What follows belongs to an exercise in optimizing a design on an open flow for a short achievable clock period and few clock cycles; a production flow would make more cautious choices. The RTL was checked by simulation tests, not by an equivalence proof against the original design.

===== constraint.sdc =====
create_clock -name core_clock -period 11.0 [get_ports {clk}]
set_input_delay 2.2000 -clock core_clock [delete_from_list [all_inputs] [get_ports {clk}]]
set_output_delay 2.2000 -clock core_clock [all_outputs]
set_load 0.01 [all_outputs]

===== config.mk =====
export PLATFORM = sky130hd
export DESIGN_NAME = cnn_top
export DESIGN_NICKNAME = cnn_top
export VERILOG_FILES = /design/flow/design.v
export SDC_FILE = /design/flow/constraint.sdc
export NUM_CORES = 4
export LEC_CHECK = 0
export CAP_MARGIN = 20
export CORE_MARGIN = 2
export CORE_UTILIZATION = 40
export SLEW_MARGIN = 20

===== run.sh =====
#!/bin/bash
# synth_recipe.tcl (not shown) runs the flow's synth.tcl, then flattens the netlist and writes it again
# the make line also repeats each setting of config.mk as NAME=value (left out here)
make -C /OpenROAD-flow-scripts/flow DESIGN_CONFIG=/design/flow/config.mk WORK_HOME=/design/flow/orfs CLKGATE_MAP_FILE= SYNTH_SCRIPT=/design/flow/synth_recipe.tcl finish

===== design.v =====
package cnn_pkg;
  localparam int ADDR_W         = 19;   
  localparam int DP_DEPTH       = 4;    
  localparam int MAX_DIM        = 32;   
  localparam int DIM_W          = 6;    
  localparam int WORD_W         = 32;   
  localparam int BYTES_PER_WORD = 4;    
  localparam int ACC_W          = 32;   
  localparam int ACT_MAX        = 255;  
  typedef enum logic [2:0] {
    IDLE      = 3'd0,
    LOAD_WGT  = 3'd1,   
    LOAD_BIAS = 3'd2,
    READ_LINE = 3'd3,   
    MAC       = 3'd4,
    WAIT_WR   = 3'd5,   
    DONE      = 3'd6
  } cnn_state_e;
  typedef struct packed {
    logic [ADDR_W-1:0] addr_x;      
    logic [ADDR_W-1:0] addr_y;      
    logic [ADDR_W-1:0] addr_bias;
    logic [ADDR_W-1:0] addr_z;      
    logic [DIM_W-1:0]  x_rows;
    logic [DIM_W-1:0]  x_cols;
  } cnn_cfg_t;
  typedef struct packed {
    logic              req;
    logic [ADDR_W-1:0] addr;
  } rd_port_t;
  typedef struct packed {
    logic              req;
    logic [ADDR_W-1:0] addr;
    logic [WORD_W-1:0] data;
  } wr_port_t;
  typedef struct packed {
    logic                    valid;
    logic                    last;    
    logic signed [ACC_W-1:0] sum;
  } pix_t;
endpackage
`timescale 1ns/1ps
import cnn_pkg::*;
module cnn_ctrl
(
  input  logic              clk,
  input  logic              rst_n,
  input  cnn_pkg::cnn_cfg_t          cfg,
  input  logic              go,
  output logic              done,
  output logic              busy,
  output cnn_pkg::rd_port_t rd,
  input  logic              rd_ack,
  input  logic [WORD_W-1:0] rd_data,
  input  logic              wr_busy,
  output logic [WORD_W-1:0] line_data,
  output logic [1:0]        line_idx,
  output logic              line_strobe,
  output logic              wgt_strobe,
  output logic              bias_strobe,
  output logic              last_window,
  output logic              start
);
  cnn_pkg::cnn_state_e        state;
  logic              rd_req;
  logic [ADDR_W-1:0] rd_addr;
  logic [ADDR_W-1:0] next_addr;
  logic [ADDR_W-1:0] win_addr;    
  logic [DIM_W-1:0]  win_col;
  logic [DIM_W-1:0]  win_row;
  logic [DIM_W-1:0]  col_last;
  logic [DIM_W-1:0]  row_last;
  logic [1:0]        line_cnt;    
  logic              cap;         
  logic              can_req;
  logic              line3_hold;  
  assign col_last    = cfg.x_cols - DIM_W'(DP_DEPTH);
  assign row_last    = cfg.x_rows - DIM_W'(DP_DEPTH);
  assign last_window = (win_col == col_last) && (win_row == row_last);
  assign cap         = rd_req && rd_ack;
  assign line_data   = rd_data;
  assign line_idx    = line_cnt;
  assign line_strobe = cap && (state == READ_LINE);
  assign wgt_strobe  = cap && (state == LOAD_WGT);
  assign bias_strobe = cap && (state == LOAD_BIAS);
  assign start       = (state == IDLE) && go;
  assign rd.req  = rd_req;
  assign rd.addr = rd_addr;
  always_comb
  begin
    case (state)
      LOAD_WGT:  next_addr = cfg.addr_y + ADDR_W'({line_cnt, 2'b00});
      LOAD_BIAS: next_addr = cfg.addr_bias;
      default:   next_addr = win_addr + ADDR_W'(line_cnt) * ADDR_W'(cfg.x_cols);
    endcase
  end
  assign line3_hold = (line_cnt == 2'(DP_DEPTH - 1)) && wr_busy;
  assign can_req    = !rd_req && !rd_ack &&
                      ((state == LOAD_WGT) || (state == LOAD_BIAS) ||
                       ((state == READ_LINE) && !line3_hold));
  always_ff @(posedge clk or negedge rst_n)
  begin
    if (!rst_n)
    begin
      state    <= IDLE;
      rd_req   <= 1'b0;
      rd_addr  <= '0;
      busy     <= 1'b0;
      done     <= 1'b0;
      line_cnt <= '0;
      win_col  <= '0;
      win_row  <= '0;
      win_addr <= '0;
    end
    else
    begin
      if (can_req)
      begin
        rd_req  <= 1'b1;
        rd_addr <= next_addr;
      end
      else if (cap)
        rd_req <= 1'b0;
      case (state)
        IDLE:
          if (go)
          begin
            state    <= LOAD_WGT;
            busy     <= 1'b1;
            line_cnt <= '0;
            win_col  <= '0;
            win_row  <= '0;
            win_addr <= cfg.addr_x;
          end
        LOAD_WGT:
          if (cap)
          begin
            line_cnt <= line_cnt + 2'd1;   
            if (line_cnt == 2'(DP_DEPTH - 1))
              state <= LOAD_BIAS;
          end
        LOAD_BIAS:
          if (cap)
            state <= READ_LINE;
        READ_LINE:
          if (cap)
            state <= MAC;
          else if (!rd_req && line3_hold)
            state <= WAIT_WR;
        MAC:
        begin
          line_cnt <= line_cnt + 2'd1;
          if (line_cnt != 2'(DP_DEPTH - 1))
            state <= READ_LINE;
          else if (last_window)
            state <= WAIT_WR;                  
          else
          begin
            state <= READ_LINE;
            if (win_col == col_last)
            begin
              win_col  <= '0;
              win_row  <= win_row + DIM_W'(1);
              win_addr <= win_addr + ADDR_W'(DP_DEPTH);   
            end
            else
            begin
              win_col  <= win_col + DIM_W'(1);
              win_addr <= win_addr + ADDR_W'(1);
            end
          end
        end
        WAIT_WR:
          if (!wr_busy)
          begin
            if (line_cnt == 2'd0)
            begin
              state <= DONE;
              done  <= 1'b1;
            end
            else
              state <= READ_LINE;
          end
        DONE:
          if (!go)
          begin
            state <= IDLE;
            done  <= 1'b0;
            busy  <= 1'b0;
          end
        default:
          state <= IDLE;
      endcase
    end
  end
endmodule
`timescale 1ns/1ps
import cnn_pkg::*;
module cnn_mac
(
  input  logic              clk,
  input  logic              rst_n,
  input  logic [WORD_W-1:0] line_data,
  input  logic [1:0]        line_idx,
  input  logic              line_strobe,
  input  logic              wgt_strobe,
  input  logic              bias_strobe,
  input  logic              last_window,
  output cnn_pkg::pix_t pix
);
  logic signed [7:0]       wgt [DP_DEPTH][DP_DEPTH];   
  logic signed [ACC_W-1:0] bias;
  logic signed [ACC_W-1:0] acc;
  logic signed [ACC_W-1:0] dot;
  logic                    valid_q;
  logic                    last_q;
  always_comb
  begin
    dot = '0;
    for (int j = 0; j < DP_DEPTH; j++)
      dot = dot + ($signed({1'b0, line_data[8*j +: 8]}) * wgt[line_idx][j]);   
  end
  always_ff @(posedge clk)
  begin
    if (wgt_strobe)
    begin
      for (int j = 0; j < DP_DEPTH; j++)
        wgt[line_idx][j] <= line_data[8*j +: 8];
    end
    if (bias_strobe)
      bias <= line_data;
    if (line_strobe)
      acc <= ((line_idx == 2'd0) ? bias : acc) + dot;   
  end
  always_ff @(posedge clk or negedge rst_n)
  begin
    if (!rst_n)
    begin
      valid_q  <= 1'b0;
      last_q   <= 1'b0;
    end
    else
    begin
      valid_q <= line_strobe && (line_idx == 2'(DP_DEPTH - 1));
      last_q  <= line_strobe && (line_idx == 2'(DP_DEPTH - 1)) && last_window;
    end
  end
  assign pix.valid = valid_q;
  assign pix.last  = last_q;
  assign pix.sum   = acc;
endmodule
`timescale 1ns/1ps
import cnn_pkg::*;
module cnn_writer
(
  input  logic              clk,
  input  logic              rst_n,
  input  logic [ADDR_W-1:0] cfg_addr_z,
  input  logic              start,
  input  cnn_pkg::pix_t              pix,
  output cnn_pkg::wr_port_t wr,
  input  logic              wr_ack,
  output logic              wr_busy
);
  logic [7:0]        act_byte;
  logic [WORD_W-1:0] shift_word;    
  logic [WORD_W-1:0] shift_next;
  logic [WORD_W-1:0] word_out;
  logic [1:0]        byte_cnt;
  logic [1:0]        empty_bytes;
  logic              launch;
  logic              wr_req;
  logic              ack_wait;      
  logic [ADDR_W-1:0] wr_addr;
  logic [WORD_W-1:0] wr_data;
  always_comb
  begin
    if ($signed(pix.sum) < 0)
      act_byte = 8'd0;
    else if ($signed(pix.sum) > $signed(ACC_W'(ACT_MAX)))
      act_byte = 8'(ACT_MAX);                           
    else
      act_byte = pix.sum[7:0];
  end
  assign shift_next  = {act_byte, shift_word[WORD_W-1:8]};
  assign launch      = pix.valid && ((byte_cnt == 2'(BYTES_PER_WORD - 1)) || pix.last);
  assign empty_bytes = 2'(BYTES_PER_WORD - 1) - byte_cnt;
  assign word_out    = shift_next >> {empty_bytes, 3'b000};   
  always_ff @(posedge clk)
  begin
    if (pix.valid)
      shift_word <= shift_next;
    if (launch)
      wr_data <= word_out;
  end
  always_ff @(posedge clk or negedge rst_n)
  begin
    if (!rst_n)
    begin
      byte_cnt <= '0;
      wr_req   <= 1'b0;
      ack_wait <= 1'b0;
      wr_addr  <= '0;
    end
    else
    begin
      if (start)
        byte_cnt <= '0;
      else if (pix.valid)
        byte_cnt <= launch ? 2'd0 : byte_cnt + 2'd1;
      if (launch)
        wr_req <= 1'b1;
      else if (wr_req && wr_ack)
        wr_req <= 1'b0;
      if (wr_req && wr_ack)
        ack_wait <= 1'b1;
      else if (!wr_ack)
        ack_wait <= 1'b0;
      if (start)
        wr_addr <= cfg_addr_z;
      else if (wr_req && wr_ack)
        wr_addr <= wr_addr + ADDR_W'(BYTES_PER_WORD);   
    end
  end
  assign wr_busy = launch || wr_req || ack_wait;
  assign wr.req  = wr_req;
  assign wr.addr = wr_addr;
  assign wr.data = wr_data;
endmodule
`timescale 1ns/1ps
import cnn_pkg::*;
module cnn_top
(
  input  logic              clk,
  input  logic              rst_n,
  input  logic [ADDR_W-1:0] cfg_addr_x,
  input  logic [ADDR_W-1:0] cfg_addr_y,
  input  logic [ADDR_W-1:0] cfg_addr_bias,
  input  logic [ADDR_W-1:0] cfg_addr_z,
  input  logic [DIM_W-1:0]  cfg_x_rows,
  input  logic [DIM_W-1:0]  cfg_x_cols,
  input  logic              go,
  output logic              done,
  output logic              busy,
  output logic              rd_req,
  output logic [ADDR_W-1:0] rd_addr,
  input  logic              rd_ack,
  input  logic [WORD_W-1:0] rd_data,
  output logic              wr_req,
  output logic [ADDR_W-1:0] wr_addr,
  output logic [WORD_W-1:0] wr_data,
  input  logic              wr_ack
);
  cnn_pkg::cnn_cfg_t cfg;
  cnn_pkg::rd_port_t rd;
  cnn_pkg::wr_port_t wr;
  assign cfg.addr_x    = cfg_addr_x;
  assign cfg.addr_y    = cfg_addr_y;
  assign cfg.addr_bias = cfg_addr_bias;
  assign cfg.addr_z    = cfg_addr_z;
  assign cfg.x_rows    = cfg_x_rows;
  assign cfg.x_cols    = cfg_x_cols;
  assign rd_req  = rd.req;
  assign rd_addr = rd.addr;
  assign wr_req  = wr.req;
  assign wr_addr = wr.addr;
  assign wr_data = wr.data;
  logic [WORD_W-1:0] line_data;
  logic [1:0]        line_idx;
  logic              line_strobe;
  logic              wgt_strobe;
  logic              bias_strobe;
  logic              last_window;
  logic              start;      
  logic              wr_busy;
  cnn_pkg::pix_t              pix;
  cnn_ctrl u_ctrl (
    .clk         (clk),
    .rst_n       (rst_n),
    .cfg         (cfg),
    .go          (go),
    .done        (done),
    .busy        (busy),
    .rd          (rd),
    .rd_ack      (rd_ack),
    .rd_data     (rd_data),
    .wr_busy     (wr_busy),
    .line_data   (line_data),
    .line_idx    (line_idx),
    .line_strobe (line_strobe),
    .wgt_strobe  (wgt_strobe),
    .bias_strobe (bias_strobe),
    .last_window (last_window),
    .start       (start)
  );
  cnn_mac u_mac (
    .clk         (clk),
    .rst_n       (rst_n),
    .line_data   (line_data),
    .line_idx    (line_idx),
    .line_strobe (line_strobe),
    .wgt_strobe  (wgt_strobe),
    .bias_strobe (bias_strobe),
    .last_window (last_window),
    .pix         (pix)
  );
  cnn_writer u_writer (
    .clk        (clk),
    .rst_n      (rst_n),
    .cfg_addr_z (cfg.addr_z),
    .start      (start),
    .pix        (pix),
    .wr         (wr),
    .wr_ack     (wr_ack),
    .wr_busy    (wr_busy)
  );
endmodule

==> results.txt <==
## sequential cells by signal, summed over array words and instances (netlist names), 2 cells and up
name and count:
u_mac.acc 32, u_writer.shift_word 24, u_ctrl.win_row 6, u_ctrl.state 3, u_mac.wgt 128, u_ctrl.line_cnt 2
u_writer.wr_data 32, u_ctrl.win_addr 19, u_mac.bias 32, u_ctrl.win_col 6, u_ctrl.rd_addr 19, u_writer.wr_addr 19
u_writer.byte_cnt 2
## cells in the mapped netlist (all sizes together), types with 15 or more instances
library cell | n | area share [%]
a21o | 31 | 0.85
a21oi | 93 | 1.7
and2 | 179 | 4.1
and3 | 20 | 0.46
clkbuf | 49 | 0.67
dfrtp | 83 | 7.6
edfxtp | 248 | 27
fa | 243 | 18
ha | 231 | 11
inv | 398 | 5.5
mux2i | 37 | 1.4
mux4 | 30 | 2.5
nand2 | 192 | 2.6
nand2b | 29 | 0.66
nand3 | 33 | 0.61
nand4 | 15 | 0.34
nor2 | 148 | 2.0
nor3 | 22 | 0.40
o21ai | 97 | 1.8
o21bai | 21 | 0.58
xnor2 | 99 | 3.2
xor2 | 51 | 1.6
## layer usage
layer  vias up  share of wire, %  wire (µm)
met5         -             0.024         16
met4         4               2.4       1640
met3        89               4.9       3300
met2       408                47      31700
met1      9500                46      30800
li1       9056                 -          -
## final timing paths
path,start,endpoint,slack [ns],depth (start not counted)
max in group asynchronous,rst_n,u_ctrl.line_cnt[0],8.75,1
max,rd_data[25],u_mac.acc[31],0.58,33
min reg2reg,u_writer.shift_word[23],u_writer.shift_word[15],0.45,0
max reg2reg,u_ctrl.line_cnt[1],u_mac.acc[25],0.99,38
min in group asynchronous,rst_n,u_writer.wr_addr[18],1.67,1
min,u_writer.shift_word[23],u_writer.shift_word[15],0.45,0
## critical path: cells and delay by family
kind / cells / cell delay [ns]
xor+xnor: 2 / 0.41
buf+inv: 8 / 1.15
simple gates: 1 / 0.19
fa+ha+maj: 10 / 4.07
compound gates: 12 / 2.74
## final cells by class
class                      count  area (µm²)
clock buffer                  56        1130
multi-input combinational   1757       16100
inverter                     398        1490
tap                          873        1090
fill                        6186       35400
antenna                        2        5.00
clock inverter                17         175
sequential                   331        9530
timing repair buffer         259        2450
## through the flow
step	setup WS (ns)	instance area, µm²	util [%]
6_report	0.583	32000	47.5
4_1_cts	0.597	32000	47.5
3_3_place_gp	0.127	30700	45.5
3_5_place_dp	0.0162	30700	45.5
5_1_grt	0.0699	32000	47.5
2_1_floorplan	0.0130	27300	-
## cells by family after synthesis
| family | Yosys count | share of synthesized area, % |
|---|---|---|
| flops | 331 | 34.9 |
| fa+ha+maj | 474 | 28.4 |
| simple gates | 682 | 12.4 |
| xor+xnor | 151 | 4.90 |
| mux | 80 | 4.37 |
| buf+inv | 454 | 6.25 |
| compound gates | 370 | 8.81 |
==> results.txt <==
Status: no timing/DRC/antenna violations
Worst hold path type: reg -> reg
Vias: 19.1k
Total Routing Usage GR: 19.8%
Overall die height: 265 µm
Worst setup SP type: input pin
Critical path's slowest cell: clkdlybuf4s50_1
Yosys reg bits: 331
Fin. max-slew vios: 0
Postcts setup bufs: 0
Total congestion overflow: 0
Vias in the first global route: 20.0k
Primary FF master, synth: edfxtp_1
Final Hold Viols: 0
Area grow syn2layout: 17.2%
CP Max Fanout: 6
Commonest non-fill, non-tap cells in the layout: 397 x inv_1, 248 x edfxtp_1, 243 x fa_1
Critical path endpoint category: register
Htree depth: 2
RSZ-0062 raised after global routing: false
Syn avg cell area: 10.7 µm²
TritonCTS Buffers: 41
Commonest non-fill, non-tap cell in the layout: inv_1
TritonCTS clock tree: built
Area of the core: 0.0674 mm²
Clk buf depth: 3
Clk sinks: 331
Met1 GRT Util: 27.2%
Port Buffers: 198
Worst-path clk slew: 0.07 ns
Largest net degree at the start of global routing: 84
Synth warn: 3
Post-cts sizing count: 0
Initial antenna violation count: 4
Row Count: 95
Non-filler instance count after layout: 3,693
Largest stage delay, worst path: 0.67 ns
Worst Max-Slew Pin Slew: 1.04 ns
WL/cell: 18.3 µm
Remaining DRCs: 0
Drt first pass iters: 7
Seq/Total Area, Yosys: 34.9%
Crit Path Class: in -> reg
Setup TNS: 0 ns
Boundary Pins: 199
Synth Net Count: 3,141
Required @ worst endpoint: 11.34 ns
RD Place Congestion: 0.861
Cts hold-fix bufs: 0
Setup-failing EPs final: 0
Share of cells above drive strength 1: 6.71%
Initial Utilization: 40.5%
DRT antenna net count: 0
Chip width: 265 µm
Max Freq: 96.0 MHz
Cell count after placement: 3,618
Die area: 0.0703 mm²
Vias per cell: 5.16
M2 GR Usage: 32.7%
Post-DP HPWL: 52,300 µm
Post-synth EDFFs: 248
Max-cap viol count: 0
Hold WS: 0.452 ns
Routing usage on met3: 3.23%
Clock latency on the worst-skew pair: 0.59 ns
Root Buffer: clkbuf_16
Initial drt markers: 1,254
Syn Std Cell Area: 0.0273 mm²
First-pass GRT wire length: 110,000 µm
Worst Skew: 0.0267 ns
Worst Path Arrival: 10.75 ns
Asr flop ratio synth: 25.1%
Final wirelength: 67,500 µm
Cell count after synthesis: 2,542
Period minus WS final: 10.42 ns
GRT Max-Usage Layer: met2
Yosys cell types: 72
Nets: 3,387
Crit share post-route: 94.7%
Relative slew slack: 30.7%
Testbench counts, summed over its fixed seeds: cycles 245,536.

==> what the ideal ports hide <==
In the flow no input, the clock included, has a driving cell. The finished layout below was timed again as built, in two steps. Step 1 (the two cells are an assumption about what drives the block):
set clk [get_ports {clk}]
set_driving_cell -lib_cell sky130_fd_sc_hd__clkbuf_16 $clk
set_driving_cell -lib_cell sky130_fd_sc_hd__buf_2 [delete_from_list [all_inputs] $clk]
Step 2 adds t to the input delays and takes it off the output delays; t is the mean of the earliest and latest rising clock arrival at the registers after step 1. Input paths then give back, and output paths get back, about the clock's delay inside the block. Three values: ideal, step 1, step 2; two values: the first two.
t, ns: 0.638
setup WS [ns]: 0.583 / 0.570 / -0.068
worst setup path at the end: input to register
worst slew at a driven data input, ns: 0.14
With both steps, setup timing fails in this run, where it was met with ideal ports. For this run, drivers alone change the setup slack by -0.013 ns; drivers and shift together by -0.651 ns.
